Background: an optimization exercise with open tools, aiming at small area, a short achievable clock period and few clock cycles. Do not read the settings as production practice. Only simulation tests tie the RTL to the original design; equivalence was not proved. Power and IR drop assume default switching activity.

## gap_fc_top
module gap_fc_top (
    input  logic              clk,
    input  logic              rst_n,
    input  logic              start,
    input  logic [15:0]       pix_count,
    input  logic [15:0]       fm_base,
    output logic              busy,
    output logic              done,
    output logic              fm_rd_en,
    output logic [15:0]       fm_rd_addr,
    input  logic signed [7:0] fm_rd_data,
    input  logic              param_wr_en,
    input  logic [1:0]        param_wr_sel,
    input  logic [7:0]        param_wr_addr,
    input  logic [31:0]       param_wr_data,
    output logic              res_valid,
    output logic [1:0]        res_idx,
    output logic signed [7:0] res_data
);
Size: about 3400 cells after synthesis, ~120 I/O pins, ~0.044 mm² of cells after synthesis.
Settings: LEC_CHECK=0, CAP_MARGIN=50, CORE_MARGIN=2, CORE_UTILIZATION=40, CTS_CLUSTER_DIAMETER=150, CTS_CLUSTER_SIZE=30, SLEW_MARGIN=70; clock period 15.0 ns.
standard.sh (not shown) runs the stock make flow with config.mk's settings and CLKGATE_MAP_FILE= SYNTH_SCRIPT=/design/flow/synth_recipe.tcl, a recipe that flattens the netlist after the stock synthesis.
==> flow/flow/run.sh <==
#!/bin/bash
# The standard layout (the standard.sh: ORFS synthesis through finish), with two knobs
# changed: ports are buffered with buf_4 instead of the cell buffer_ports picks by default, and
# repair_timing aims for a setup slack of 10.6 ns at the design's 15 ns clock.
# Each run's full output goes to flow_make.log in the work folder.
set -euo pipefail
bash standard.sh SETUP_SLACK_MARGIN=10.6 "BUFFER_PORTS_ARGS=-buffer_cell sky130_fd_sc_hd__buf_4" finish > flow_make.log 2>&1
Testbench counts at the start, summed over its fixed seeds: cycles 25,268.
==> next run, changes <==
--- a/flow/config.mk
+++ b/flow/config.mk
@@ -10,2 +10,2 @@
-export CORE_UTILIZATION = 40
-export CTS_CLUSTER_DIAMETER = 150
+export CORE_UTILIZATION = 60
+export CTS_CLUSTER_DIAMETER = 100
@@ -12,0 +13 @@
+export PLACE_DENSITY = 0.72
Result:
- final area fell by 1.7%
- sequential cell count does not change
- count of clock-buffer cells in the layout fell by 3
- worst setup slack gets better by 14 ps
- sequential share of layout area rose by 0.89 points
- via count rose by 2.2%
- fmax rose by 0.32%
- clock power is about the same
- routed wire length fell by 0.53%
- area after synthesis does not change
==> next run, changes <==
--- a/flow/config.mk
+++ b/flow/config.mk
@@ -10 +10 @@
-export CORE_UTILIZATION = 60
+export CORE_UTILIZATION = 40
@@ -12,2 +12 @@
-export CTS_CLUSTER_SIZE = 30
-export PLACE_DENSITY = 0.72
+export CTS_CLUSTER_SIZE = 26
After rerunning: Total power came out higher by 1.8%. Via count goes down by 1.6%. Wire length came out higher by 0.78%. Design area went up by 2.5%. Utilization went down by 21 points. Synthesized area stays the same. Hold slack degrades by 23 ps. Die area rises by 49%.
==> next run, changes <==
--- a/flow/flow/run.sh
+++ b/flow/flow/run.sh
@@ -4 +4 @@
-# repair_timing aims for a setup slack of 10.6 ns at the design's 15 ns clock.
+# repair_timing aims for a setup slack of 10.75 ns at the design's 15 ns clock.
@@ -7 +7 @@
-bash standard.sh SETUP_SLACK_MARGIN=10.6 "BUFFER_PORTS_ARGS=-buffer_cell sky130_fd_sc_hd__buf_4" finish > flow_make.log 2>&1
+bash standard.sh SETUP_SLACK_MARGIN=10.75 "BUFFER_PORTS_ARGS=-buffer_cell sky130_fd_sc_hd__buf_4" finish > flow_make.log 2>&1
--- a/flow/config.mk
+++ b/flow/config.mk
@@ -11,2 +10,0 @@
-export CTS_CLUSTER_DIAMETER = 100
-export CTS_CLUSTER_SIZE = 26
Outcome: Global-route usage grows by 0.30 points; clock skew shrinks by 8.8 ps; hold slack gains 19 ps.

gap_fc_top again, from the RTL that the note above started with.
Settings: LEC_CHECK=0, CAP_MARGIN=50, CORE_MARGIN=2, CORE_UTILIZATION=40, SLEW_MARGIN=70; clock period 15.0 ns.
==> flow/flow/run.sh <==
#!/bin/bash
# The standard layout (the standard.sh: ORFS synthesis through finish), with two knobs
# changed: ports are buffered with buf_4 instead of the cell buffer_ports picks by default, and
# repair_timing aims for a setup slack of 10.6 ns at the design's 15 ns clock.
# Each run's full output goes to flow_make.log in the work folder.
set -euo pipefail
bash standard.sh SETUP_SLACK_MARGIN=10.6 "BUFFER_PORTS_ARGS=-buffer_cell sky130_fd_sc_hd__buf_4" finish > flow_make.log 2>&1
The starting point completed without violations.
Testbench counts at the start, summed over its fixed seeds: cycles 25,268.
Rerun with:
--- a/flow/config.mk
+++ b/flow/config.mk
@@ -10,0 +11,2 @@
+export CTS_CLUSTER_DIAMETER = 120
+export CTS_CLUSTER_SIZE = 22
=> Hold slack is about the same; global-route usage drops by 0.22 points; cell area drops by 3.2%; setup slack is worse by 26 ps; sequential power hardly moves; sequential share of layout area went up by 1.7 points; non-clock buffer count is lower by 1.
Rerun with:
--- a/flow/config.mk
+++ b/flow/config.mk
@@ -8 +8 @@
-export CAP_MARGIN = 50
+export CAP_MARGIN = 70
@@ -11,3 +11 @@
-export CTS_CLUSTER_DIAMETER = 120
-export CTS_CLUSTER_SIZE = 22
-export SLEW_MARGIN = 70
+export SLEW_MARGIN = 85
Result:
- The changed run produced a clean layout
- maximum frequency went down by 22%
- cell area went up by 25%
- synthesized cell count is unchanged

build 83:
gap_fc_top, a different RTL version from the one above (not shown whole).
Size in the first run: ~910 flip-flops, about 43000 µm² of cells after synthesis.
export LEC_CHECK = 0
export CAP_MARGIN = 50
export CORE_MARGIN = 2
export CORE_UTILIZATION = 40
export CTS_CLUSTER_DIAMETER = 120
export CTS_CLUSTER_SIZE = 22
export SLEW_MARGIN = 70
create_clock -name core_clock -period 15.0 [get_ports {clk}]
==> flow/flow/run.sh <==
#!/bin/bash
# The standard layout (the standard.sh: ORFS synthesis through finish), with two knobs
# changed: ports are buffered with buf_4 instead of the cell buffer_ports picks by default, and
# repair_timing aims for a setup slack of 10.45 ns at the design's 15 ns clock.
# Each run's full output goes to flow_make.log in the work folder.
set -euo pipefail
bash standard.sh SETUP_SLACK_MARGIN=10.45 "BUFFER_PORTS_ARGS=-buffer_cell sky130_fd_sc_hd__buf_4" finish > flow_make.log 2>&1
Testbench counts of build 83, summed over its fixed seeds: cycles 25,244.
[inputs] build 64 vs build 83
Settings: CAP_MARGIN changed from 50 to 35; SLEW_MARGIN changed from 70 to 50.
==> flow/flow/run.sh <==
#!/bin/bash
# The standard layout (the standard.sh: ORFS synthesis through finish), with two knobs
# changed: ports are buffered with buf_4 instead of the cell buffer_ports picks by default, and
# repair_timing aims for a setup slack of 10.6 ns at the design's 15 ns clock.
# Each run's full output goes to flow_make.log in the work folder.
set -euo pipefail
bash standard.sh SETUP_SLACK_MARGIN=10.6 "BUFFER_PORTS_ARGS=-buffer_cell sky130_fd_sc_hd__buf_4" finish > flow_make.log 2>&1
Notes after the runs:
The higher layout buffer count excluding clock buffers came out of build 83. Slew at the pin closest to its max-slew limit sits higher in build 64 than in build 83. Build 64 vs. build 83: design internal power ~0 delta; depth of the worst register-to-register path moved up.
[inputs] build 67 vs build 64
Settings: SLEW_MARGIN now 70, was 50; CAP_MARGIN now 50, was 35.
[summary]
- Relative to build 64, number of non-clock buffers in the layout has gone up in build 67.
- Looking at build 67 and build 64, the clock transition time at the flip-flop clock pins of the worst setup and hold paths is a wash.
- Compared with build 64, build 67 ends up with more cell area.
- The destination of the critical timing path comes out u_params.w_mem[13][0] in one run and u_params.w_mem[0][0] in the other, namely in build 67 and build 64 respectively.
- Comparing build 67 and build 64, total number of vias is lower on build 64.
- Looking at total power after layout across both flows, build 67 is the weaker of the two, with build 64 ahead.
- Diff build 64 -> build 67 | layout-stage area growth over the synthesis result | increase of 2.0 points
- The combinational group share of total power in build 67 sits 0.9 points above the value recorded for build 64.
- Build 64 → build 67: first-pass GRT wire length held steady; worst hold margin held.
- Summary of build 67 over build 64: total internal power picked up an extra about 2%; total number of multi-input combinational cells was more or less identical.

port drivers added, routing unchanged:
No port has a modelled driver above. Below, the same layouts with a new extraction and two added sets of constraints.
Step 1 sets driving cells, clkbuf_16 on the clock port and buf_2 on the other inputs (assumed; they add their load-dependent delay and slew).
Step 2 adds t to the input delays and takes it off the output delays; t is the mean of the earliest and latest rising clock arrival at the registers after step 1. Input paths then give back, and output paths get back, about the clock's delay inside the block.
Three values: ideal, step 1, step 2; two values: the first two.
run	t (ns)	setup WS [ns]	slew at the worst register clock pin (ns)	worst slew at a driven data input, ns
the first run of note 1	0.720	10.609 / 10.597 / 9.932	0.12 / 0.12	0.05
the second run of note 1	0.678	10.623 / 10.577 / 9.987	0.12 / 0.12	0.07
the third run of note 1	0.738	10.616 / 10.569 / 9.920	0.10 / 0.10	0.05
the fourth run of note 1	0.736	10.667 / 10.600 / 9.971	0.07 / 0.07	0.05
the first run of note 2	0.744	10.640 / 10.577 / 9.939	0.07 / 0.07	0.05
the second run of note 2	0.744	10.614 / 10.547 / 9.959	0.10 / 0.10	0.05
the third run of note 2	0.750	9.361 / 9.361 / 9.203	0.07 / 0.07	0.05
build 83	0.691	10.485 / 10.522 / 9.831	0.10 / 0.10	0.11
build 64	0.690	10.643 / 10.616 / 9.998	0.10 / 0.10	0.05
build 67	0.692	10.625 / 10.627 / 9.978	0.10 / 0.10	0.05
After both steps setup and hold are still met in every run listed. The setup slack of the first run of note 2, which loses most, moves by -0.063 ns with the drivers and by -0.701 ns with both steps.
